This design comes from an exercise in tuning for small area, a short achievable clock period and few clock cycles on the open sky130 flow, not from production work. At most, simulation tests tie the RTL to the original design; equivalence was not proved. No functional check of the RTL was part of runs 2 to 6. Power is estimated from default activity; no workload was simulated.

<file path="design/flow/run.sh">
#!/bin/bash
# synth_recipe.tcl (not shown) runs the flow's synth.tcl, then flattens the netlist and writes it again
# the make line also repeats each setting of config.mk as NAME=value (left out here)
make -C /OpenROAD-flow-scripts/flow DESIGN_CONFIG=/design/flow/config.mk WORK_HOME=/design/flow/orfs CLKGATE_MAP_FILE= SYNTH_SCRIPT=/design/flow/synth_recipe.tcl finish
</file>
<file path="design/flow/config.mk">
export PLATFORM = sky130hd
export DESIGN_NAME = frame_loader
export DESIGN_NICKNAME = frame_loader
export VERILOG_FILES = /design/flow/design.v
export SDC_FILE = /design/flow/constraint.sdc
export NUM_CORES = 4
export LEC_CHECK = 0
export CAP_MARGIN = 20
export CORE_AREA = 10 10 290 290
export DIE_AREA = 0 0 300 300
export SLEW_MARGIN = 20
</file>
<file path="design/flow/constraint.sdc">
create_clock -name core_clock -period 5.0 [get_ports {CLOCK_50}]
set_input_delay 1.0000 -clock core_clock [delete_from_list [all_inputs] [get_ports {CLOCK_50}]]
set_output_delay 1.0000 -clock core_clock [all_outputs]
set_load 0.01 [all_outputs]
</file>
<file path="design/flow/design.v">
module frame_loader #(
    parameter int H_RES   = 640,
    parameter int V_RES   = 480,
    parameter int BPP     = 1,
    parameter int RAM_LAT = 1,
    parameter int ADDR_W  = 9,
    parameter int COORD_W = 11
) (
    input  logic           CLOCK_50,
    input  logic           reset_n,
    input  logic           start,
    input  logic           abort,
    input  logic           mirror,
    output logic           busy,
    output logic           done,
    output logic [ADDR_W-1:0]    read_addr,
    input  logic [H_RES*BPP-1:0] q,
    output logic [COORD_W-1:0]   pix_x,
    output logic [COORD_W-1:0]   pix_y,
    output logic [BPP-1:0]       pix_color,
    output logic                 pix_valid,
    input  logic                 pix_ready
);
    localparam int CW = H_RES > 1 ? $clog2(H_RES) : 1;
    localparam logic [CW-1:0]     X_LAST   = H_RES - 1;
    localparam logic [ADDR_W-1:0] Y_LAST   = V_RES - 1;
    localparam logic [1:0]        LAT_LAST = RAM_LAT - 1;
    typedef enum logic [2:0] {IDLE, FETCH, LATCH, STREAM, DONE} state_t;
    state_t               state_q, state_d;
    logic                 mirror_q, mirror_d;
    logic [ADDR_W-1:0]    row_q, row_d;
    logic [CW-1:0]        col_q, col_d;
    logic [1:0]           lat_cnt_q, lat_cnt_d;
    logic [H_RES*BPP-1:0] buf_q;
    logic                 busy_q, busy_d;
    logic                 done_q, done_d;
    logic                 valid_q, valid_d;
    logic [CW-1:0]        x_q, x_d;
    logic [BPP-1:0]       color_q, color_d;
    logic [CW-1:0]        first_x, next_x;
    logic [CW-1:0]        col_inc;
    assign col_inc = col_q + 1'b1;
    assign first_x = mirror_q ? X_LAST : '0;
    assign next_x  = mirror_q ? X_LAST - col_inc : col_inc;
    always_comb begin
        state_d   = state_q;
        mirror_d  = mirror_q;
        row_d     = row_q;
        col_d     = col_q;
        lat_cnt_d = lat_cnt_q;
        busy_d    = busy_q;
        done_d    = 1'b0;
        valid_d   = valid_q;
        x_d       = x_q;
        color_d   = color_q;
        if (abort) begin
            state_d = IDLE;
            busy_d  = 1'b0;
            valid_d = 1'b0;
        end else begin
            case (state_q)
                IDLE: if (start) begin
                    state_d   = FETCH;
                    mirror_d  = mirror;
                    row_d     = '0;
                    lat_cnt_d = '0;
                    busy_d    = 1'b1;
                end
                FETCH: begin
                    lat_cnt_d = lat_cnt_q + 1'b1;
                    if (lat_cnt_q == LAT_LAST) state_d = LATCH;
                end
                LATCH: begin
                    col_d   = '0;
                    x_d     = first_x;
                    color_d = q[first_x*BPP +: BPP];
                    valid_d = 1'b1;
                    state_d = STREAM;
                end
                STREAM: if (pix_ready) begin
                    if (col_q == X_LAST) begin
                        valid_d = 1'b0;
                        if (row_q == Y_LAST) begin
                            state_d = DONE;
                            busy_d  = 1'b0;
                            done_d  = 1'b1;
                        end else begin
                            row_d     = row_q + 1'b1;
                            lat_cnt_d = '0;
                            state_d   = FETCH;
                        end
                    end else begin
                        col_d   = col_q + 1'b1;
                        x_d     = next_x;
                        color_d = buf_q[next_x*BPP +: BPP];
                    end
                end
                default: state_d = IDLE;
            endcase
        end
    end
    always_ff @(posedge CLOCK_50 or negedge reset_n) begin
        if (!reset_n) begin
            state_q   <= IDLE;
            mirror_q  <= 1'b0;
            row_q     <= '0;
            col_q     <= '0;
            lat_cnt_q <= '0;
            busy_q    <= 1'b0;
            done_q    <= 1'b0;
            valid_q   <= 1'b0;
            x_q       <= '0;
            color_q   <= '0;
        end else begin
            state_q   <= state_d;
            mirror_q  <= mirror_d;
            row_q     <= row_d;
            col_q     <= col_d;
            lat_cnt_q <= lat_cnt_d;
            busy_q    <= busy_d;
            done_q    <= done_d;
            valid_q   <= valid_d;
            x_q       <= x_d;
            color_q   <= color_d;
        end
    end
    always_ff @(posedge CLOCK_50 or negedge reset_n) begin
        if (!reset_n)
            buf_q <= '0;
        else if (state_q == LATCH && !abort)
            buf_q <= q;
    end
    assign busy      = busy_q;
    assign done      = done_q;
    assign read_addr = row_q;
    assign pix_x     = {{(COORD_W-CW){1'b0}}, x_q};
    assign pix_y     = {{(COORD_W-ADDR_W){1'b0}}, row_q};
    assign pix_color = color_q;
    assign pix_valid = valid_q;
endmodule
</file>
==> results.json, run 1 <==
{
  "drt-initial-drc-count": 1647,
  "async_flop_share_pct": 100.0,
  "path_max_fanout": 33,
  "grt_pass1_wl_mm": 170.2,
  "clk_pin_slew_worst_paths_ps": 60,
  "area_growth_pct": 32.89,
  "cts_tree": "built",
  "routedWlPerCell_um": 28.10,
  "powerDensity_nw_per_um2": 651.0,
  "multiInputGateArea_um2": 13610,
  "io_buffers": 677,
  "num_rows": 102,
  "maxSlewViolCount": 0,
  "grt_start_max_net_pins": 145,
  "pwr-share-clk_pct": 21.2,
  "dp.cells": 4007,
  "min_period_ps": 4573,
  "synth_edf_count": 0,
  "intPower_mw": 17.32,
  "routed_wl_mm": 116.7,
  "post_cts_buffers": 0,
  "slew_headroom_pct": 30.84,
  "final_cell_area_um2": 41900,
  "fp.dieW_um": 300,
  "cp.arrival_ps": 5040,
  "holdWs_ps": 450.6,
  "totalPowerFinal_mw": 27.28,
  "switching_share_pct": 36.50,
  "die_h_um": 300,
  "place_ws_ps": 535.4,
  "avgSynthCellArea_um2": 13.05,
  "fp.dieArea_um2": 90000,
  "n_fill_cell": 6628,
  "ys.flop_type": "dfrtp_1",
  "critPathRequiredTime_ps": 5470,
  "rsz0062_at_grt": "false",
  "gp_congestion": 0.8911,
  "worst_setup_path_end_kind": "register",
  "startpoint_type": "register",
  "fin_skew_ps": 33.14,
  "initial_core_util_pct": 40.64,
  "ios": 681,
  "clk_latency_ps": 630,
  "h-tree-depth": 3,
  "cts_sinks": 678,
  "core_area_um2": 77590,
  "routed_via_density": 5.506,
  "p_comb_share_pct": 43.5,
  "route.vias.total": 22870,
  "netSwitchingPower_mw": 9.957,
  "ys_ff_latch": 678,
  "hold_path.class": "input pin to asynchronous set/reset pin",
  "grtUsageTotal_pct": 25.34,
  "numCtsBuffers": 77,
  "dp_hpwl_mm": 88.53,
  "hold_viol": 0,
  "setup_viol": 0,
  "drive_above_1_share_pct": 28.71,
  "status": "no timing/DRC/antenna violations",
  "synth_area_um2": 31530,
  "fin_nets": 3696,
  "final_util_pct": 54.00,
  "first_pass_iters": 5,
  "root_buffer": "clkbuf_16",
  "synth_cell_type_count": 62,
  "fin_ws_ps": 426.7,
  "ir_drop_mv": 0.5244,
  "clock_path_buffers": 3,
  "antenna_found_initial": 40,
  "cts_resized": 0,
  "seqPwrFrac_pct": 35.4,
  "route.detailed.drc": 0,
  "seqCellArea_um2": 16970,
  "p_leak_nw": 17.32,
  "finalSetupTns_ps": 0,
  "grt_pass1_vias": 24650,
  "cap_violations": 0,
  "ys_warn_count": 1,
  "postCtsHoldBufs": 0,
  "overflow": 0,
  "reg2regPathDepth": 12,
  "tightest_slew_ps": 1009,
  "critPathKind": "register to register",
  "instances_no_fill": 4154,
  "synth-seq-area-share_pct": 53.81,
  "fmax_mhz": 218.7,
  "place_area_um2": 39290,
  "synthCells": 2417,
  "final_antenna_net_count": 0,
  "fin_crit_sh_pct": 91.47
}
==> path summary, 6_finish.rpt <==
check	from	end	slack, ps
setup / recovery	col_q[0]	color_q	430
hold / removal	reset_n	buf_q[124]	450
setup reg to reg	col_q[0]	color_q	430
hold reg to reg	x_q[5]	x_q[5]	490
max in group asynchronous	reset_n	buf_q[623]	3230
min in group core_clock	x_q[5]	x_q[5]	490
==> sequential cells by signal (all words and copies together) (netlist names) <==
signal and count:
buf_q 640, busy_q 1, col_q 10, color_q 1, done_q 1, lat_cnt_q 2, mirror_q 1, row_q 9
state_q 3, valid_q 1, x_q 9
==> critical path: stages (launching register included) <==
cell	delay [ps]
dfrtp_1	550
ha_1	360
xnor3_2	680
and2_2	420
buf_4	510
buf_4	280
a32oi_1	60
and3_1	220
a311oi_1	280
o21bai_1	160
o311a_1	140
nor4_1	540
o211ai_1	190
==> layout by cell type, fill, tap and decap left out, types with 11 or more instances in the layout <==
master and instances:
a21oi_1 26, a311oi_1 12, a32oi_1 64, and3_1 19, buf_12 16, buf_4 37
clkbuf_1 17, clkbuf_16 79, clkbuf_8 20, clkdlybuf4s50_1 676, dfrtp_1 678, diode_2 11
mux2_2 642, mux2i_1 71, mux4_2 56, nand2_1 337, nand3_1 92, nand4_1 35
nor2_1 24, nor3_1 17, nor4_1 11, o21ai_0 41
==> cells in the mapped netlist, types with 9 or more instances <==
cell	count	area share, %
a32oi_1	64	1.8
clkbuf_1	54	0.64
a31oi_1	9	0.18
mux2i_1	71	2.3
buf_2	78	1.2
a21oi_1	26	0.41
nand4_1	35	0.69
o21ai_0	41	0.65
nand2_1	337	4.0
dfrtp_1	678	54
nor4_1	11	0.22
mux4_2	56	4.0
a311oi_1	12	0.33
nor2_1	27	0.32
and3_1	19	0.38
mux2_2	642	23
nand3_1	92	1.5
nor3_1	17	0.27
buf_4	30	0.71
buf_6	14	0.50
==> power by group through the flow <==
stage / clock, mW / combinational [mW] / sequential [mW]
final: 5.77 / 11.9 / 9.65
after global placement: 0 / 11.8 / 9.63
after floorplan: 0 / 8.41 / 9.11
after detailed placement: 0 / 11.9 / 9.75
after global routing: 6.12 / 12.7 / 9.98
after CTS: 5.90 / 12.0 / 9.66
==> layout make-up <==
class                      instances  share of cell area (%)
antenna                           11                 0.06569
clock buffer                     116                   5.527
clock inverter                    20                  0.6420
inverter                           8                 0.07166
multi-input combinational       1551                   32.49
sequential                       678                   40.49
tap                             1040                   3.105
timing repair buffer             730                   17.61
==> logic make-up (layout without fill, tap and decap cells) <==
group,after synthesis,after routing,synth area share [%]
AOI/OAI and AO/OA,182,182,4.111
DFF,678,678,53.81
and+or+nand+nor,568,568,7.968
muxes,777,777,29.85
other,1,14,0.01189
xor gates and xnor gates,17,17,0.7896
adders and majority gates,4,4,0.1587
buffers and inverters,190,874,3.309
==> layer usage <==
layer  GRT usage [%]  vias up  share of wire, %
met3           6.015      190               6.7
met4           8.490       44               2.9
met1           32.05    11830                41
li1                -    10060                 -
met5               0        -              0.27
met2           42.27      753                49
Testbench counts, summed over its fixed seeds: cycles 4,930,592.
==> run 2: changes to the inputs <==
==> design/flow/design.v (replaced) <==
module frame_loader #(
    parameter int H_RES   = 640,
    parameter int V_RES   = 480,
    parameter int BPP     = 1,
    parameter int RAM_LAT = 1,
    parameter int ADDR_W  = 9,
    parameter int COORD_W = 11
) (
    input  logic           CLOCK_50,
    input  logic           reset_n,
    input  logic           start,
    input  logic           abort,
    input  logic           mirror,
    output logic           busy,
    output logic           done,
    output logic [ADDR_W-1:0]    read_addr,
    input  logic [H_RES*BPP-1:0] q,
    output logic [COORD_W-1:0]   pix_x,
    output logic [COORD_W-1:0]   pix_y,
    output logic [BPP-1:0]       pix_color,
    output logic                 pix_valid,
    input  logic                 pix_ready
);
    localparam int CW = 10;
    localparam int NC = 32;           
    localparam int NG = H_RES / NC;   
    localparam logic [CW-1:0]     X_LAST = H_RES - 1;
    localparam logic [ADDR_W-1:0] Y_LAST = V_RES - 1;
    localparam logic [CW-1:0]     PRE_FWD = '1;
    localparam logic [CW-1:0]     PRE_REV = H_RES;
    logic              busy_q, done_q, valid_q, wait_q, mirror_q;
    logic [CW-1:0]     x_q;
    logic [ADDR_W-1:0] y_q;
    logic              color_q;
    logic          row_end, load;
    logic [CW-1:0] sel;
    assign row_end = x_q == (mirror_q ? '0 : X_LAST);
    assign load    = busy_q && !abort && (valid_q ? (pix_ready && !row_end) : !wait_q);
    assign sel     = mirror_q ? x_q - 1'b1 : x_q + 1'b1;
    logic [4:0]    xc, xg;
    logic          cy;
    logic [NC-1:0] csel;
    logic [NG-1:0] gsel, grp;
    logic          pix_d;
    assign xc = x_q[4:0];
    assign xg = x_q[9:5];
    assign cy = mirror_q ? xc == 5'd0 : xc == 5'd31;
    always_comb begin
        for (int k = 0; k < NC; k++)
            csel[k] = mirror_q ? xc == 5'(k + 1) : xc == 5'(k - 1);
        for (int j = 0; j < NG; j++)
            gsel[j] = cy ? (mirror_q ? xg == 5'(j + 1) : xg == 5'(j - 1)) : xg == 5'(j);
        for (int j = 0; j < NG; j++)
            grp[j] = |(q[NC*j +: NC] & csel);
    end
    assign pix_d = |(grp & gsel);
    always_ff @(posedge CLOCK_50 or negedge reset_n) begin
        if (!reset_n) begin
            busy_q  <= 1'b0;
            done_q  <= 1'b0;
            valid_q <= 1'b0;
            wait_q  <= 1'b0;
            y_q     <= '0;
        end else begin
            done_q <= 1'b0;
            if (!busy_q) begin
                if (start && !abort && !done_q) busy_q <= 1'b1;
                wait_q <= 1'b0;
            end else if (abort) begin
                busy_q  <= 1'b0;
                valid_q <= 1'b0;
                y_q     <= '0;
            end else if (valid_q) begin
                if (pix_ready && row_end) begin
                    valid_q <= 1'b0;
                    if (y_q == Y_LAST) begin
                        busy_q <= 1'b0;
                        done_q <= 1'b1;
                        y_q    <= '0;
                    end else begin
                        wait_q <= 1'b1;
                        y_q    <= y_q + 1'b1;
                    end
                end
            end else if (wait_q) begin
                wait_q <= 1'b0;
            end else begin
                valid_q <= 1'b1;
            end
        end
    end
    always_ff @(posedge CLOCK_50) begin
        if (!busy_q) begin
            mirror_q <= mirror;
            x_q      <= mirror ? PRE_REV : PRE_FWD;
        end else if (valid_q && pix_ready && !abort && row_end) begin
            x_q      <= mirror_q ? PRE_REV : PRE_FWD;
        end else if (load) begin
            x_q     <= sel;
            color_q <= pix_d;
        end
    end
    assign busy      = busy_q;
    assign done      = done_q;
    assign read_addr = y_q;
    assign pix_x     = {{(COORD_W-CW){1'b0}}, x_q};
    assign pix_y     = {{(COORD_W-ADDR_W){1'b0}}, y_q};
    assign pix_color = color_q;
    assign pix_valid = valid_q;
endmodule
==> design/flow/flow/run.sh (new file) <==
#!/bin/bash
# The standard layout (standard.sh), with every port buffered by the smallest
# buffer, sky130_fd_sc_hd__buf_1, instead of the one buffer_ports picks.
set -euo pipefail
echo 'export BUFFER_PORTS_ARGS = -buffer_cell sky130_fd_sc_hd__buf_1' >> config.mk
bash standard.sh > standard.log 2>&1
==> design/flow/standard.sh (new file) <==
#!/bin/bash
# synth_recipe.tcl (not shown) runs the flow's synth.tcl, then flattens the netlist and writes it again
# the make line also repeats each setting of config.mk as NAME=value (left out here)
make -C /OpenROAD-flow-scripts/flow DESIGN_CONFIG=/design/flow/config.mk WORK_HOME=/design/flow/orfs CLKGATE_MAP_FILE= SYNTH_SCRIPT=/design/flow/synth_recipe.tcl "${@:-finish}"
--- a/design/flow/config.mk
+++ b/design/flow/config.mk
@@ -8,4 +8,5 @@
 export CAP_MARGIN = 20
-export CORE_AREA = 10 10 290 290
-export DIE_AREA = 0 0 300 300
+export CORE_AREA = 5 5 165 165
+export DIE_AREA = 0 0 170 170
 export SLEW_MARGIN = 20
+export BUFFER_PORTS_ARGS = -buffer_cell sky130_fd_sc_hd__buf_1
removed: design/flow/run.sh
==> results.json, run 2 <==
{
  "synth_compound_area_share_pct": 47.23,
  "fp.dieW_um": 170,
  "async_flop_share_pct": 52.00,
  "synthXorXnorAreaFrac_pct": 1.713,
  "yosys.area.top_type_share_pct": 19.32,
  "failing_step": "3_2_place_iop",
  "synth_cell_type_count": 73,
  "synth_area_leaders": "a22oi_1 19%, a222oi_1 8.4%, edfxtp_1 5.9%, dfrtp_1 5.4%, nand4_1 4.7%",
  "ys.flop_type": "dfrtp_1",
  "ys_ff_latch": 25,
  "synthCells": 820,
  "synthAdderAreaFrac_pct": 2.188,
  "post-synth-top-count-cell": "a22oi_1",
  "synth_edf_count": 12,
  "yosys.area.top_type": "a22oi_1",
  "synth_area_um2": 6061,
  "synth_top_family_by_area": "compound AO/OA/AOI/OAI gates",
  "synthTopCellsByCount": "156 x a22oi_1, 70 x nand2_1, 51 x a222oi_1",
  "initial_core_util_pct": 24.07,
  "synthMuxAreaShare_pct": 4.727,
  "error_line": "[ERROR PPL-0024] Number of IO pins (681) exceeds maximum number of available positions (608). Increase the die perimeter from 680.00um to 926.16um.",
  "num_rows": 58,
  "status": "stopped before the end",
  "synth-simple-area-share_pct": 24.40,
  "die_h_um": 170,
  "ys_warn_count": 1,
  "synth-seq-area-share_pct": 11.31,
  "avgSynthCellArea_um2": 7.391
}
[run 2: cell types whose count changed after synthesis, moves of 20 or more]
cell | previous run | this run
dfrtp_1 | 678 | 13
mux2_2 | 642 | 11
nand2_1 | 337 | 70
a22oi_1 | 2 | 156
nand3_1 | 92 | 25
buf_2 | 78 | 14
a32oi_1 | 64 | 7
mux2i_1 | 71 | 14
mux4_2 | 56 | 0
a222oi_1 | 0 | 51
a22o_1 | 1 | 23
a221oi_1 | 0 | 20
[run 2: cells by family after synthesis]
logic type	after synthesis
mux	26
xor+xnor	11
buf+inv	103
flops	25
simple gates	273
compound gates	371
fa+ha+maj	10
other cells	1
==> run 3: changes to the inputs <==
--- a/design/flow/config.mk
+++ b/design/flow/config.mk
@@ -10,2 +10,3 @@
 export DIE_AREA = 0 0 170 170
+export SETUP_SLACK_MARGIN = 2.5
 export SLEW_MARGIN = 20
==> results.json, run 3 <==
{
  "synth_compound_area_share_pct": 47.23,
  "error_line": "[ERROR PPL-0024] Number of IO pins (681) exceeds maximum number of available positions (608). Increase the die perimeter from 680.00um to 926.16um.",
  "post-synth-top-count-cell": "a22oi_1",
  "synthTopCellsByCount": "156 x a22oi_1, 70 x nand2_1, 51 x a222oi_1",
  "yosys.area.top_type": "a22oi_1",
  "synthMuxAreaShare_pct": 4.727,
  "avgSynthCellArea_um2": 7.391,
  "failing_step": "3_2_place_iop",
  "synthXorXnorAreaFrac_pct": 1.713,
  "synth-simple-area-share_pct": 24.40,
  "ys_warn_count": 1,
  "async_flop_share_pct": 52.00,
  "yosys.area.top_type_share_pct": 19.32,
  "synthCells": 820,
  "num_rows": 58,
  "synth_edf_count": 12,
  "synthAdderAreaFrac_pct": 2.188,
  "ys_ff_latch": 25,
  "die_h_um": 170,
  "status": "stopped before the end",
  "ys.flop_type": "dfrtp_1",
  "synth_area_um2": 6061,
  "synth-seq-area-share_pct": 11.31,
  "fp.dieW_um": 170,
  "synth_top_family_by_area": "compound AO/OA/AOI/OAI gates",
  "initial_core_util_pct": 24.07,
  "synth_cell_type_count": 73,
  "synth_area_leaders": "a22oi_1 19%, a222oi_1 8.4%, edfxtp_1 5.9%, dfrtp_1 5.4%, nand4_1 4.7%"
}
## run 3: kinds of logic after synthesis
| family | after synthesis |
|---|---|
| compound gates | 371 |
| simple gates | 273 |
| buf+inv | 103 |
| mux | 26 |
| flops | 25 |
| xor+xnor | 11 |
| fa+ha+maj | 10 |
| other cells | 1 |
==> run 4: changes to the inputs <==
==> design/flow/flow/run.sh (replaced) <==
#!/bin/bash
# The standard layout (standard.sh), with every port buffered by the smallest
# buffer, sky130_fd_sc_hd__buf_1, instead of the one buffer_ports picks, and
# any extra ORFS settings from flow/extra.mk.
set -euo pipefail
echo 'export BUFFER_PORTS_ARGS = -buffer_cell sky130_fd_sc_hd__buf_1' >> config.mk
if [[ -f flow/extra.mk ]]; then cat flow/extra.mk >> config.mk; fi
bash standard.sh > standard.log 2>&1
--- a/design/flow/config.mk
+++ b/design/flow/config.mk
@@ -8,5 +8,4 @@
 export CAP_MARGIN = 20
-export CORE_AREA = 5 5 165 165
-export DIE_AREA = 0 0 170 170
-export SETUP_SLACK_MARGIN = 2.5
+export CORE_AREA = 5 5 235 235
+export DIE_AREA = 0 0 240 240
 export SLEW_MARGIN = 20
==> results.json, run 4 <==
{
  "clk_latency_ps": 270,
  "synthXorXnorAreaFrac_pct": 1.713,
  "fmax_mhz": 220.7,
  "dp_hpwl_mm": 61.78,
  "post_cts_buffers": 0,
  "mostFrequentLayoutCells": "677 x buf_1, 156 x a22oi_1, 70 x nand2_1, 53 x buf_4, 51 x a222oi_1",
  "min_to": "wait_q",
  "synth_top_family_by_area": "compound AO/OA/AOI/OAI gates",
  "die_h_um": 240,
  "cts_tree": "built",
  "fp.dieW_um": 240,
  "clk_pin_slew_worst_paths_ps": 70,
  "cp_cell_sequence": "inv_1 > and4_1 > buf_4 > a222oi_1 > nand4_1 > a2111oi_0 > buf_4 > nor4b_1 > or4_1 > a211o_1",
  "synth_edf_count": 12,
  "grt_start_max_net_pins": 28,
  "status": "no timing/DRC/antenna violations",
  "tightest_slew_ps": 1135,
  "synthCells": 820,
  "num_rows": 84,
  "final_antenna_net_count": 0,
  "antenna_found_initial": 23,
  "yosys.area.top_type": "a22oi_1",
  "synthTopCellsByCount": "156 x a22oi_1, 70 x nand2_1, 51 x a222oi_1",
  "core_area_um2": 52450,
  "grtUsageTotal_pct": 23.76,
  "routed_via_density": 5.269,
  "routed_wl_mm": 74.56,
  "yosys.area.top_type_share_pct": 19.32,
  "cap_violations": 0,
  "ys_warn_count": 1,
  "clock_path_buffers": 2,
  "grt_pass1_wl_mm": 93.53,
  "hold_start": "wait_q",
  "gp_congestion": 0.8975,
  "fin_crit_sh_pct": 90.60,
  "r2r_start": "x_q[3]",
  "startpoint_type": "register",
  "worst_setup_path_end_kind": "register",
  "ios": 681,
  "rsz0062_at_grt": "false",
  "routedWlPerCell_um": 34.47,
  "largest_register": "x_q",
  "grt_pass1_vias": 10970,
  "synth-simple-area-share_pct": 24.40,
  "h-tree-depth": 1,
  "critPathKind": "register to register",
  "hold_path.class": "register to register",
  "initial_core_util_pct": 11.56,
  "async_flop_share_pct": 52.00,
  "avgSynthCellArea_um2": 7.391,
  "switching_share_pct": 54.32,
  "reg2reg_slack_ps": 470,
  "final_util_pct": 18.69,
  "reg2regPathDepth": 10,
  "min_period_ps": 4530,
  "area_growth_pct": 61.73,
  "finalSetupTns_ps": 0,
  "cp_common_cell": "buf_4",
  "cpPeakStageDelay_ps": 810,
  "hold_depth": 2,
  "numCtsBuffers": 3,
  "synth_area_leaders": "a22oi_1 19%, a222oi_1 8.4%, edfxtp_1 5.9%, dfrtp_1 5.4%, nand4_1 4.7%",
  "route.detailed.drc": 0,
  "ir_drop_mv": 0.1349,
  "overflow": 0,
  "cts_resized": 0,
  "fin_ws_ps": 470.0,
  "setup_viol": 0,
  "synth_compound_area_share_pct": 47.23,
  "fin_nets": 2123,
  "maxSlewViolCount": 0,
  "first_pass_iters": 6,
  "slew_headroom_pct": 24.18,
  "largest_reg_flops": 10,
  "pwr-share-clk_pct": 11.2,
  "cts_sinks": 25,
  "powerDensity_nw_per_um2": 178.2,
  "seqPwrFrac_pct": 17.4,
  "synth-seq-area-share_pct": 11.31,
  "ys_ff_latch": 25,
  "root_buffer": "clkbuf_16",
  "netSwitchingPower_mw": 0.9490,
  "p_leak_nw": 2.985,
  "post-synth-top-count-cell": "a22oi_1",
  "synthMuxAreaShare_pct": 4.727,
  "top_regs": "x_q: 10 flops, y_q: 9 flops",
  "final_common_cell": "buf_1",
  "postCtsHoldBufs": 0,
  "path_max_fanout": 18,
  "holdWs_ps": 534.6,
  "instances_no_fill": 2163,
  "route.vias.total": 11400,
  "cp.arrival_ps": 4560,
  "drt-initial-drc-count": 1293,
  "fp.dieArea_um2": 57600,
  "intPower_mw": 0.7981,
  "slowest_stage": "edfxtp_1",
  "hold_viol": 0,
  "synthAdderAreaFrac_pct": 2.188,
  "synth_area_um2": 6061,
  "synth_cell_type_count": 73,
  "p_comb_share_pct": 71.4,
  "critPathRequiredTime_ps": 5030,
  "dp.cells": 2150,
  "fin_skew_ps": 8.086,
  "io_buffers": 677,
  "r2r-end": "color_q",
  "drive_above_1_share_pct": 7.708,
  "ys.flop_type": "dfrtp_1",
  "place_ws_ps": 435.8
}
run 4: through the flow:
step                total power, mW  cell area (µm²)
floorplan                    0.8266             6068
global placement              1.554             9662
detailed placement            1.557             9697
CTS                           1.758             9779
global route                  1.845             9784
finish                        1.747             9802
run 4: power by group through the flow:
stage | sequential [mW] | clock (mW) | combinational (mW)
4_1_cts | 0.303 | 0.198 | 1.26
6_report | 0.304 | 0.196 | 1.25
3_5_place_dp | 0.307 | 0 | 1.25
5_1_grt | 0.309 | 0.206 | 1.33
3_3_place_gp | 0.307 | 0 | 1.25
2_1_floorplan | 0.278 | 0 | 0.548
run 4: cells by family after synthesis:
family / Yosys count
xor+xnor: 11
mux: 26
other cells: 1
fa+ha+maj: 10
simple gates: 273
compound gates: 371
flops: 25
buf+inv: 103
run 4: how the worst max path moves through the flow:
stage | from | end | depth (start not counted)
after floorplan | mirror_q | color_q | 12
after global placement | x_q[3] | color_q | 10
after detailed placement | x_q[3] | color_q | 10
after CTS | x_q[3] | color_q | 10
after global routing | x_q[3] | color_q | 10
final | x_q[3] | color_q | 10
run 4: area by class of cell:
| type | count | area (µm²) |
|---|---|---|
| multi-input combinational | 694 | 5139 |
| inverter | 12 | 45.04 |
| clock buffer | 4 | 82.58 |
| sequential | 25 | 685.7 |
| timing repair buffer | 731 | 2967 |
| antenna | 9 | 22.52 |
| tap | 688 | 860.8 |
| fill | 6116 | 42640 |
run 4: per-layer routing:
layer	vias to the layer above	wire length, µm	part of all wire, %	global-route usage, %
li1	4762	-	-	-
met1	5521	30210	41	30.45
met2	935	33490	45	38.23
met3	154	8268	11	7.972
met4	24	2436	3.3	6.671
met5	-	149	0.20	0
run 4: critical path: cells and delay by family, from the launching register on:
| kind | cells | cell delay, ps |
|---|---|---|
| buffers and inverters | 3 | 780 |
| flip-flops | 1 | 810 |
| AND/OR/NAND/NOR | 4 | 1250 |
| AO/OA/AOI/OAI | 3 | 1430 |
==> run 5: changes to the inputs <==
--- a/design/flow/config.mk
+++ b/design/flow/config.mk
@@ -10,2 +10,3 @@
 export DIE_AREA = 0 0 240 240
+export SETUP_SLACK_MARGIN = 2.5
 export SLEW_MARGIN = 20
==> results.json, run 5 <==
{
  "status": "no timing/DRC/antenna violations",
  "numCtsBuffers": 3,
  "switching_share_pct": 51.83,
  "area_growth_pct": 92.11,
  "dp_hpwl_mm": 61.65,
  "ys.flop_type": "dfrtp_1",
  "cts_tree": "built",
  "drt-initial-drc-count": 1287,
  "multiInputGateArea_um2": 5720,
  "r2r-end": "color_q",
  "hold_path.class": "register to register",
  "synthTopCellsByCount": "156 x a22oi_1, 70 x nand2_1, 51 x a222oi_1",
  "seqCellArea_um2": 685.7,
  "fin_ws_ps": 1324,
  "drive_above_1_share_pct": 19.72,
  "seqPwrFrac_pct": 13.8,
  "cp.arrival_ps": 3690,
  "maxSlewViolCount": 0,
  "dp.cells": 2145,
  "hold_viol": 0,
  "grt_start_max_net_pins": 22,
  "top_regs": "x_q: 10 flops, y_q: 9 flops",
  "h-tree-depth": 1,
  "num_rows": 84,
  "critPathKind": "register to register",
  "synth_area_um2": 6061,
  "worst_setup_path_end_kind": "register",
  "yosys.area.top_type": "a22oi_1",
  "fmax_mhz": 272.1,
  "io_buffers": 677,
  "path_max_fanout": 9,
  "critPathRequiredTime_ps": 5020,
  "async_flop_share_pct": 52.00,
  "netSwitchingPower_mw": 1.099,
  "r2r_start": "mirror_q",
  "pwr-share-clk_pct": 9.0,
  "intPower_mw": 1.021,
  "powerDensity_nw_per_um2": 182.1,
  "reg2reg_slack_ps": 1320,
  "synth_cell_type_count": 73,
  "n_fill_cell": 5927,
  "ys_ff_latch": 25,
  "place_ws_ps": 574.5,
  "p_comb_share_pct": 77.2,
  "initial_core_util_pct": 11.56,
  "rsz0062_at_grt": "true",
  "instances_no_fill": 2296,
  "place_area_um2": 9653,
  "fp.dieArea_um2": 57600,
  "mostFrequentLayoutCells": "676 x buf_1, 151 x a22oi_1, 133 x buf_4, 68 x nand2_1, 51 x a222oi_1",
  "final_antenna_net_count": 0,
  "hold_start": "wait_q",
  "fin_crit_sh_pct": 73.51,
  "fin_skew_ps": 4.985,
  "route.detailed.drc": 0,
  "final_common_cell": "buf_1",
  "min_period_ps": 3676,
  "antenna_found_initial": 30,
  "hold_depth": 2,
  "synth_area_leaders": "a22oi_1 19%, a222oi_1 8.4%, edfxtp_1 5.9%, dfrtp_1 5.4%, nand4_1 4.7%",
  "startpoint_type": "register",
  "p_leak_nw": 3.847,
  "ys_warn_count": 1,
  "synth-seq-area-share_pct": 11.31,
  "fp.dieW_um": 240,
  "die_h_um": 240,
  "yosys.area.top_type_share_pct": 19.32,
  "totalPowerFinal_mw": 2.120,
  "synth_edf_count": 12,
  "clk_latency_ps": 260,
  "ir_drop_mv": 0.1474,
  "setup_viol": 0,
  "routed_via_density": 5.205,
  "gp_congestion": 0.9423,
  "first_pass_iters": 6,
  "post-synth-top-count-cell": "a22oi_1",
  "largest_reg_flops": 10,
  "avgSynthCellArea_um2": 7.391,
  "ios": 681,
  "clk_pin_slew_worst_paths_ps": 70,
  "routedWlPerCell_um": 34.12,
  "root_buffer": "clkbuf_16",
  "routed_wl_mm": 78.34,
  "reg2regPathDepth": 12,
  "cap_violations": 0,
  "holdWs_ps": 517.2,
  "grt_pass1_wl_mm": 97.85,
  "overflow": 0,
  "min_to": "wait_q",
  "route.vias.total": 11950,
  "synthCells": 820,
  "grtUsageTotal_pct": 24.83,
  "tightest_slew_ps": 925.7,
  "clock_path_buffers": 2,
  "fin_nets": 2249,
  "slew_headroom_pct": 38.29,
  "cts_sinks": 25,
  "largest_register": "x_q",
  "final_cell_area_um2": 11640,
  "core_area_um2": 52450,
  "finalSetupTns_ps": 0,
  "grt_pass1_vias": 11630,
  "final_util_pct": 22.20
}
run 5: cell counts after synthesis:
Identical to the previous run, type by type.
run 5: layer usage:
metal / track usage (%) / up-vias / share of wire (%)
met3: 7.777 / 200 / 11
met2: 40.61 / 965 / 45
met4: 8.735 / 22 / 4.6
met1: 30.89 / 5717 / 39
met5: 0 / - / 0.17
li1: - / 5046 / -
run 5: worst max path at each step:
stage | start | endpoint | slack (ps) | cells after the start
after global routing | mirror_q | color_q | 1210 | 13
after floorplan | x_q[1] | color_q | 1950 | 10
after detailed placement | x_q[3] | color_q | 570 | 8
final | mirror_q | color_q | 1320 | 12
after global placement | x_q[0] | color_q | 570 | 10
after CTS | x_q[1] | color_q | 1450 | 13
run 5: area by class of cell:
class	instances	share of cell area [%]
Clock buffer	4	0.7092
Tap cell	688	7.393
Antenna cell	16	0.3439
Timing Repair Buffer	853	36.08
Sequential cell	25	5.889
Inverter	12	0.4513
Multi-Input combinational cell	698	49.13
run 5: worst max-delay path: stages (launching register included):
cell and delay, ps:
edfxtp_1 450, buf_6 160, buf_12 130, nand4b_1 140, buf_12 150, a21oi_4 60
buf_12 140, a22oi_1 430, nand2_1 410, a2111oi_2 490, a211oi_4 170, or4_1 430
a211o_1 240
run 5: logic make-up after synthesis:
| group | count (synthesis) | share of synthesized area, % |
|---|---|---|
| multiplexers | 26 | 4.727 |
| AO/OA/AOI/OAI | 371 | 47.23 |
| flip-flops | 25 | 11.31 |
| AND/OR/NAND/NOR | 273 | 24.40 |
| buffers and inverters | 103 | 8.361 |
| XOR/XNOR | 11 | 1.713 |
| adder cells (fa/ha/maj) | 10 | 2.188 |
| other | 1 | 0.06187 |
run 5: repair_timing:
action                     4_1_cts  5_1_grt
setup endpoints to repair       31       33
hold buffers                     0        0
pin swaps                       56       24
gates cloned                     5        0
resized for setup              129       36
buffers inserted               114       12
run 5: power groups by stage:
stage               clock network, mW  logic [mW]  registers (mW)
finish                          0.191        1.64           0.293
floorplan                           0       0.556           0.279
global placement                    0        1.24           0.309
CTS                             0.195        1.58           0.289
global route                    0.206        1.72           0.297
detailed placement                  0        1.24           0.310
==> run 6: changes to the inputs <==
--- a/design/flow/design.v
+++ b/design/flow/design.v
@@ -28,4 +28,2 @@
     localparam logic [ADDR_W-1:0] Y_LAST = V_RES - 1;
-    localparam logic [CW-1:0]     PRE_FWD = '1;
-    localparam logic [CW-1:0]     PRE_REV = H_RES;
     logic              busy_q, done_q, valid_q, wait_q, mirror_q;
@@ -35,8 +33,5 @@
     logic          row_end, load;
-    logic [CW-1:0] sel;
+    logic [CW-1:0] s_q;    
     assign row_end = x_q == (mirror_q ? '0 : X_LAST);
     assign load    = busy_q && !abort && (valid_q ? (pix_ready && !row_end) : !wait_q);
-    assign sel     = mirror_q ? x_q - 1'b1 : x_q + 1'b1;
-    logic [4:0]    xc, xg;
-    logic          cy;
     logic [NC-1:0] csel;
@@ -44,12 +39,6 @@
     logic          pix_d;
-    assign xc = x_q[4:0];
-    assign xg = x_q[9:5];
-    assign cy = mirror_q ? xc == 5'd0 : xc == 5'd31;
     always_comb begin
-        for (int k = 0; k < NC; k++)
-            csel[k] = mirror_q ? xc == 5'(k + 1) : xc == 5'(k - 1);
-        for (int j = 0; j < NG; j++)
-            gsel[j] = cy ? (mirror_q ? xg == 5'(j + 1) : xg == 5'(j - 1)) : xg == 5'(j);
-        for (int j = 0; j < NG; j++)
-            grp[j] = |(q[NC*j +: NC] & csel);
+        for (int k = 0; k < NC; k++) csel[k] = s_q[4:0] == 5'(k);
+        for (int j = 0; j < NG; j++) gsel[j] = s_q[9:5] == 5'(j);
+        for (int j = 0; j < NG; j++) grp[j] = |(q[NC*j +: NC] & csel);
     end
@@ -94,7 +83,8 @@
             mirror_q <= mirror;
-            x_q      <= mirror ? PRE_REV : PRE_FWD;
+            s_q      <= mirror ? X_LAST : '0;
         end else if (valid_q && pix_ready && !abort && row_end) begin
-            x_q      <= mirror_q ? PRE_REV : PRE_FWD;
+            s_q      <= mirror_q ? X_LAST : '0;
         end else if (load) begin
-            x_q     <= sel;
+            x_q     <= s_q;
+            s_q     <= mirror_q ? s_q - 1'b1 : s_q + 1'b1;
             color_q <= pix_d;
==> results.json, run 6 <==
{
  "root_buffer": "clkbuf_16",
  "fin_crit_sh_pct": 62.55,
  "grt_pass1_vias": 12370,
  "yosys.area.top_type_share_pct": 27.32,
  "dp_hpwl_mm": 60.19,
  "final_cell_area_um2": 11940,
  "critPathLaunch": "s_q[1]",
  "synth-seq-area-share_pct": 15.46,
  "numCtsBuffers": 5,
  "ys_ff_latch": 35,
  "ir_drop_mv": 0.1382,
  "clk_latency_ps": 280,
  "synthTopCellsByCount": "232 x a22oi_1, 87 x and3_1, 60 x nand3_1",
  "gp_congestion": 0.9902,
  "core_area_um2": 52450,
  "top_regs": "s_q: 10 flops, x_q: 10 flops, y_q: 9 flops",
  "synth_area_um2": 6376,
  "fp.dieArea_um2": 57600,
  "place_ws_ps": 670.5,
  "cap_violations": 0,
  "grtUsageMet1_pct": 30.12,
  "cp_cell_sequence": "buf_4 > nand2b_4 > buf_4 > nor2_4 > buf_4 > a22oi_1 > nand4_1 > nor4_4 > a211oi_2 > nor4_2 > o2111ai_1",
  "grt_start_max_net_pins": 27,
  "cp.arrival_ps": 3140,
  "h-tree-depth": 2,
  "die_h_um": 240,
  "fin_nets": 2281,
  "path_max_fanout": 8,
  "powerDensity_nw_per_um2": 187.5,
  "tightest_slew_ps": 1115,
  "rsz0062_at_grt": "true",
  "drt-initial-drc-count": 1320,
  "mostFrequentLayoutCells": "677 x buf_1, 221 x a22oi_1, 122 x buf_4, 85 x and3_1, 54 x nand3_1",
  "grt_pass1_wl_mm": 102.1,
  "fmax_mhz": 319.7,
  "gr-max-usage-layer": "met2",
  "clock_path_buffers": 2,
  "ys.flop_type": "edfxtp_1",
  "drive_above_1_share_pct": 18.82,
  "min_period_ps": 3128,
  "routed_via_density": 5.371,
  "num_rows": 84,
  "overflow": 0,
  "avgSynthCellArea_um2": 7.440,
  "cts_tree": "built",
  "p_leak_nw": 4.280,
  "final_util_pct": 22.76,
  "setup_viol": 0,
  "hold_path.class": "register to register",
  "antenna_found_initial": 14,
  "fin_skew_ps": 3.101,
  "async_flop_share_pct": 37.14,
  "grtUsageTotal_pct": 25.93,
  "io_buffers": 677,
  "initial_core_util_pct": 12.16,
  "area_growth_pct": 87.20,
  "hold_viol": 0,
  "final_common_cell": "buf_1",
  "maxSlewViolCount": 0,
  "use_met3_pct": 6.412,
  "yosys.area.top_type": "a22oi_1",
  "finalSetupTns_ps": 0,
  "synth_area_leaders": "a22oi_1 27%, edfxtp_1 10%, and3_1 8.5%, dfrtp_1 5.1%, nand3_1 4.7%",
  "hold_start": "y_q[8]",
  "r2r_start": "s_q[1]",
  "synth_cell_type_count": 73,
  "final_antenna_net_count": 0,
  "route.detailed.drc": 0,
  "postCtsHoldBufs": 0,
  "critPathKind": "register to register",
  "route.vias.total": 12480,
  "worst_setup_path_end_kind": "register",
  "slowest_stage": "edfxtp_1",
  "ios": 681,
  "cp_common_cell": "buf_4",
  "fin_ws_ps": 1872,
  "critPathRequiredTime_ps": 5010,
  "n_fill_cell": 5933,
  "routedWlPerCell_um": 34.72,
  "place_area_um2": 9922,
  "ys_warn_count": 1,
  "first_pass_iters": 5,
  "post-synth-top-count-cell": "a22oi_1",
  "slew_headroom_pct": 25.34,
  "cts_sinks": 35,
  "synth_edf_count": 22,
  "cpPeakStageDelay_ps": 470,
  "fp.dieW_um": 240,
  "status": "no timing/DRC/antenna violations",
  "startpoint_type": "register",
  "clk_pin_slew_worst_paths_ps": 60,
  "synthCells": 857,
  "routed_wl_mm": 80.70,
  "grt_use_met2_pct": 43.96
}
## run 6: changes by cell type in the layout (fill, tap and decap cells not counted), sizes merged, moves of 10 or more
cell / previous run / this run
nand3: 25 / 61
a22o: 23 / 5
nand2: 71 / 41
buf: 851 / 839
nor2: 34 / 49
edfxtp: 12 / 22
a221oi: 21 / 6
a2111oi: 3 / 27
a22oi: 156 / 232
mux2i: 15 / 3
a21oi: 34 / 12
and3: 14 / 89
a222oi: 51 / 5
## run 6: layout make-up
type                            instances  area [µm²]  area share [%]
Clock inverter                          1       5.005         0.04193
Tap cell                              688       860.8           7.212
Sequential cell                        35       985.9           8.260
Multi-Input combinational cell        731        5794           48.54
Timing Repair Buffer                  839        4084           34.21
Clock buffer                            7       132.6           1.111
Antenna cell                           10       25.02          0.2096
Inverter                               13       48.80          0.4088
## run 6: layer usage
metal  wire [µm]  up-vias
met5          23        -
met4        5054        4
met3        8539      243
met2       38060     1105
met1       29020     6027
li1            -     5104
## run 6: what timing repair did
| action | in CTS | in global routing |
|---|---|---|
| resized for setup | 90 | 57 |
| pin swaps | 47 | 41 |
| setup buffers | 110 | 15 |
| cloned | 1 | 1 |
| endpoints found under the setup margin | 20 | 20 |
## run 6: through the flow
stage / power, mW / hold WS, ps / cells
floorplan: 0.9043 / 448.6 / 859
global placement: 1.568 / 540.6 / 2179
detailed placement: 1.572 / 545.5 / 2179
CTS: 2.124 / 550.6 / 2298
global route: 2.329 / 575.3 / 2322
finish: 2.238 / 553.3 / 2324
## run 6: cell families after synthesis
| family | count (synthesis) | synth area share [%] |
|---|---|---|
| simple gates | 360 | 31.77 |
| compound gates | 349 | 41.60 |
| buf+inv | 94 | 7.790 |
| flops | 35 | 15.46 |
| fa+ha+maj | 10 | 2.080 |
| mux | 5 | 0.8242 |
| xor+xnor | 3 | 0.4122 |
| other cells | 1 | 0.05881 |
## run 6: final timing paths
check / to / slack, ps / cells after the start
max in group asynchronous: valid_q / 3740 / 1
min in group asynchronous: y_q[3] / 770 / 1
setup / recovery: color_q / 1870 / 11
hold / removal: y_q[8] / 550 / 1
setup reg to reg: color_q / 1870 / 11
hold reg to reg: y_q[8] / 550 / 1
## run 6: critical path: cells and delay by family, from the launching register on
family                 cells  cell delay, ps
AND/OR/NAND/NOR            5            1310
buffers and inverters      3             550
AO/OA/AOI/OAI              3             500
flip-flops                 1             470
## run 6: where the power goes
part | internal, mW | leakage [nW] | switching, mW | total, mW
clock | 0.184 | 0.0680 | 0.122 | 0.306
combinational | 0.622 | 3.82 | 0.915 | 1.54
sequential | 0.342 | 0.391 | 0.0534 | 0.395
==> run 7: changes to the inputs <==
--- a/design/flow/design.v
+++ b/design/flow/design.v
@@ -24,6 +24,6 @@
     localparam int CW = 10;
-    localparam int NC = 32;           
-    localparam int NG = H_RES / NC;   
     localparam logic [CW-1:0]     X_LAST = H_RES - 1;
     localparam logic [ADDR_W-1:0] Y_LAST = V_RES - 1;
+    localparam logic [CW-1:0]     PRE_FWD = '1;
+    localparam logic [CW-1:0]     PRE_REV = H_RES;
     logic              busy_q, done_q, valid_q, wait_q, mirror_q;
@@ -32,15 +32,9 @@
     logic              color_q;
-    logic          row_end, load;
-    logic [CW-1:0] s_q;    
-    assign row_end = x_q == (mirror_q ? '0 : X_LAST);
-    assign load    = busy_q && !abort && (valid_q ? (pix_ready && !row_end) : !wait_q);
-    logic [NC-1:0] csel;
-    logic [NG-1:0] gsel, grp;
-    logic          pix_d;
-    always_comb begin
-        for (int k = 0; k < NC; k++) csel[k] = s_q[4:0] == 5'(k);
-        for (int j = 0; j < NG; j++) gsel[j] = s_q[9:5] == 5'(j);
-        for (int j = 0; j < NG; j++) grp[j] = |(q[NC*j +: NC] & csel);
-    end
-    assign pix_d = |(grp & gsel);
+    logic          accept, row_end, frame_end, load;
+    logic [CW-1:0] sel;
+    assign accept    = valid_q && pix_ready && !abort;
+    assign row_end   = x_q == (mirror_q ? '0 : X_LAST);
+    assign frame_end = row_end && y_q == Y_LAST;
+    assign load      = busy_q && !abort && (valid_q ? (pix_ready && !row_end) : !wait_q);
+    assign sel       = mirror_q ? x_q - 1'b1 : x_q + 1'b1;
     always_ff @(posedge CLOCK_50 or negedge reset_n) begin
@@ -83,9 +77,8 @@
             mirror_q <= mirror;
-            s_q      <= mirror ? X_LAST : '0;
-        end else if (valid_q && pix_ready && !abort && row_end) begin
-            s_q      <= mirror_q ? X_LAST : '0;
+            x_q      <= mirror ? PRE_REV : PRE_FWD;
+        end else if (accept && row_end) begin
+            x_q      <= mirror_q ? PRE_REV : PRE_FWD;
         end else if (load) begin
-            x_q     <= s_q;
-            s_q     <= mirror_q ? s_q - 1'b1 : s_q + 1'b1;
-            color_q <= pix_d;
+            x_q     <= sel;
+            color_q <= q[sel];
         end
==> design/flow/run.sh (new file) <==
#!/bin/bash
# synth_recipe.tcl (not shown) runs the flow's synth.tcl, then flattens the netlist and writes it again
# the make line also repeats each setting of config.mk as NAME=value (left out here)
make -C /OpenROAD-flow-scripts/flow DESIGN_CONFIG=/design/flow/config.mk WORK_HOME=/design/flow/orfs CLKGATE_MAP_FILE= SYNTH_SCRIPT=/design/flow/synth_recipe.tcl finish
==> design/flow/config.mk (replaced) <==
export PLATFORM = sky130hd
export DESIGN_NAME = frame_loader
export DESIGN_NICKNAME = frame_loader
export VERILOG_FILES = /design/flow/design.v
export SDC_FILE = /design/flow/constraint.sdc
export NUM_CORES = 4
export LEC_CHECK = 0
export CAP_MARGIN = 20
export CORE_AREA = 10 10 290 290
export DIE_AREA = 0 0 300 300
export SLEW_MARGIN = 20
removed: design/flow/flow/run.sh
removed: design/flow/standard.sh
==> results.json, run 7 <==
{
  "ys.flop_type": "dfrtp_1",
  "drt-initial-drc-count": 361,
  "synthAdderAreaFrac_pct": 1.868,
  "cts_tree": "built",
  "cp.arrival_ps": 4700,
  "cts_sinks": 25,
  "grt_pass1_vias": 9938,
  "totalPowerFinal_mw": 3.730,
  "post_cts_buffers": 0,
  "fin_skew_ps": 5.625,
  "yosys.area.top_type": "mux4_2",
  "critPathRequiredTime_ps": 5120,
  "ios": 681,
  "first_pass_iters": 5,
  "die_h_um": 300,
  "routedWlPerCell_um": 26.24,
  "status": "no timing/DRC/antenna violations",
  "grt_start_max_net_pins": 85,
  "rsz0062_at_grt": "false",
  "ys_warn_count": 1,
  "dp_hpwl_mm": 53.36,
  "clk_pin_slew_worst_paths_ps": 70,
  "worst_setup_path_end_kind": "register",
  "slew_headroom_pct": 45.71,
  "antenna_found_initial": 16,
  "drive_above_1_share_pct": 17.64,
  "num_rows": 102,
  "synthTopCellsByCount": "166 x mux4_2, 73 x mux2i_1, 27 x nor2_1",
  "root_buffer": "clkbuf_16",
  "routed_wl_mm": 59.36,
  "largest_reg_flops": 10,
  "final_common_cell": "clkdlybuf4s50_1",
  "ir_drop_mv": 0.1258,
  "synth_cell_type_count": 54,
  "gp_congestion": 0.9274,
  "synth-simple-area-share_pct": 6.855,
  "synth-seq-area-share_pct": 9.656,
  "cap_violations": 0,
  "fin_nets": 1876,
  "fp.dieW_um": 300,
  "tightest_slew_ps": 812.3,
  "synth_edf_count": 12,
  "cts_resized": 0,
  "fp.dieArea_um2": 90000,
  "final_antenna_net_count": 0,
  "h-tree-depth": 1,
  "critPathKind": "register to register",
  "route.detailed.drc": 0,
  "grt_pass1_wl_mm": 79.71,
  "synthMuxAreaShare_pct": 64.85,
  "yosys.area.top_type_share_pct": 52.65,
  "min_period_ps": 4574,
  "fin_ws_ps": 425.6,
  "fin_crit_sh_pct": 91.49,
  "synth_area_leaders": "mux4_2 53%, mux2i_1 10%, edfxtp_1 5.1%, dfrtp_1 4.6%, buf_4 2.3%",
  "mostFrequentLayoutCells": "677 x clkdlybuf4s50_1, 166 x mux4_2, 73 x mux2i_1, 26 x nor2_1, 26 x nand2_1",
  "largest_register": "x_q",
  "top_regs": "x_q: 10 flops, y_q: 9 flops",
  "route.vias.total": 8593,
  "p_leak_nw": 5.198,
  "fmax_mhz": 218.6,
  "hold_path.class": "register to register",
  "powerDensity_nw_per_um2": 245.6,
  "overflow": 0,
  "setup_viol": 0,
  "postCtsHoldBufs": 0,
  "path_max_fanout": 72,
  "ys_ff_latch": 25,
  "maxSlewViolCount": 0,
  "avgSynthCellArea_um2": 12.33,
  "post-synth-top-count-cell": "mux4_2",
  "clock_path_buffers": 2,
  "routed_via_density": 3.799,
  "finalSetupTns_ps": 0,
  "numCtsBuffers": 3,
  "synth_top_family_by_area": "multiplexers",
  "slowest_stage": "fa_4",
  "startpoint_type": "register",
  "io_buffers": 677,
  "hold_viol": 0,
  "async_flop_share_pct": 52.00,
  "clk_latency_ps": 270,
  "synth_compound_area_share_pct": 9.639,
  "place_ws_ps": 380.5,
  "area_growth_pct": 113.9,
  "grtUsageTotal_pct": 12.45,
  "synthCells": 576,
  "cpPeakStageDelay_ps": 1160,
  "core_area_um2": 77590,
  "cp_cell_sequence": "fa_4 > buf_12 > mux4_2 > mux2i_1 > mux2i_1 > a22oi_1 > a2111oi_1 > o21ai_0 > nand4_1",
  "synthXorXnorAreaFrac_pct": 1.233,
  "synth_area_um2": 7101,
  "cp_common_cell": "mux2i_1",
  "n_fill_cell": 8543,
  "initial_core_util_pct": 9.151
}
## run 7: changes by cell type after synthesis, moves of 11 or more
cell       delta
nor2_1       -16
nor4_1       -20
clkbuf_1     -23
and3_1       -80
nand4_1      -32
mux4_2      +166
nand3_1      -51
a21oi_1      +12
a22oi_1     -226
nand2_1      -14
a2111oi_0    -15
buf_2        +11
mux2i_1      +70
## run 7: path summary, 6_finish.rpt
kind / slack, ps / cells after the start / from / endpoint
worst max register to register: 430 / 9 / x_q[0] / color_q
max in group asynchronous: 3460 / 1 / reset_n / y_q[7]
worst max-delay path: 430 / 9 / x_q[0] / color_q
worst min-delay path: 550 / 1 / y_q[3] / y_q[3]
worst min register to register: 550 / 1 / y_q[3] / y_q[3]
min in group asynchronous: 1130 / 1 / reset_n / done_q
## run 7: cells by family after synthesis
| kind of cell | count (synthesis) |
|---|---|
| AOI/OAI and AO/OA | 103 |
| DFF | 25 |
| and+or+nand+nor | 100 |
| buffers and inverters | 76 |
| adders and majority gates | 10 |
| muxes | 251 |
| xor gates and xnor gates | 10 |
| other | 1 |
## run 7: layout make-up
class / instances / area, µm² / area share, %
Multi-Input combinational cell: 477 / 6047 / 39.81
Sequential cell: 25 / 685.7 / 4.514
Clock buffer: 4 / 82.58 / 0.5436
Inverter: 8 / 30.03 / 0.1977
Timing Repair Buffer: 705 / 7037 / 46.32
Tap cell: 1040 / 1301 / 8.566
Antenna cell: 3 / 7.507 / 0.04942
## run 7: critical path, delay by kind of cell (launching register included)
family	cells	cell delay, ps
buf+inv	1	370
mux	3	720
fa+ha+maj	1	1160
compound gates	3	1390
simple gates	1	190
flops	1	470
## run 7: layer usage
| layer | up-vias | part of all wire, % | GRT usage, % |
|---|---|---|---|
| met1 | 4259 | 39 | 14.23 |
| met4 | 12 | 0.89 | 1.310 |
| met5 | - | 0.12 | 0 |
| li1 | 3772 | - | - |
| met2 | 515 | 50 | 22.45 |
| met3 | 35 | 9.9 | 4.628 |
## run 7: stage by stage
stage	util [%]	hold slack [ps]	cell area (µm²)	cells
final	19.58	553.2	15190	2262
after global placement	19.46	518.2	15100	2255
after detailed placement	19.46	553.9	15100	2255
after CTS	19.57	562.8	15180	2259
after global routing	19.57	596.4	15180	2259
after floorplan	-	501.0	7108	578
## run 7: power by group
part	total, mW	switching (mW)	internal (mW)	leakage, nW
clock network	0.191	0.0762	0.115	0.0416
registers	0.269	0.0238	0.246	0.291
logic	3.27	1.64	1.63	4.87
total	3.73	1.74	1.99	5.20
Testbench counts of run 7, summed over its fixed seeds: cycles 4,930,576.

port drivers added, routing unchanged:
Ports are ideal in the flow. The routed layouts listed here were re-timed in OpenROAD.
Step 1 assumes that a clkbuf_16 drives the clock port and a buf_2 every other input.
Step 2 adds t to the input delays and takes it off the output delays; t is the mean of the earliest and latest rising clock arrival at the registers after step 1. Input paths then give back, and output paths get back, about the clock's delay inside the block.
Slacks: ideal / step 1 / step 2; pairs: ideal / step 1.
run	shift t [ns]	setup WS [ns]	worst hold slack (ns)	worst setup path after step 2
run 1	0.678	0.427 / 0.427 / 0.427	0.451 / 0.440 / 0.490	register to register
run 4	0.307	0.470 / 0.470 / 0.470	0.535 / 0.535 / 0.535	register to register
run 5	0.297	1.324 / 1.324 / 1.324	0.517 / 0.517 / 0.517	register to register
run 6	0.337	1.872 / 1.872 / 1.774	0.553 / 0.553 / 0.553	input to register
run 7	0.303	0.426 / 0.426 / 0.426	0.553 / 0.553 / 0.553	register to register
After both steps setup and hold are still met in every run listed. The setup slack of run 6, which loses most, moves by 0.000 ns with the drivers and by -0.098 ns with both steps.
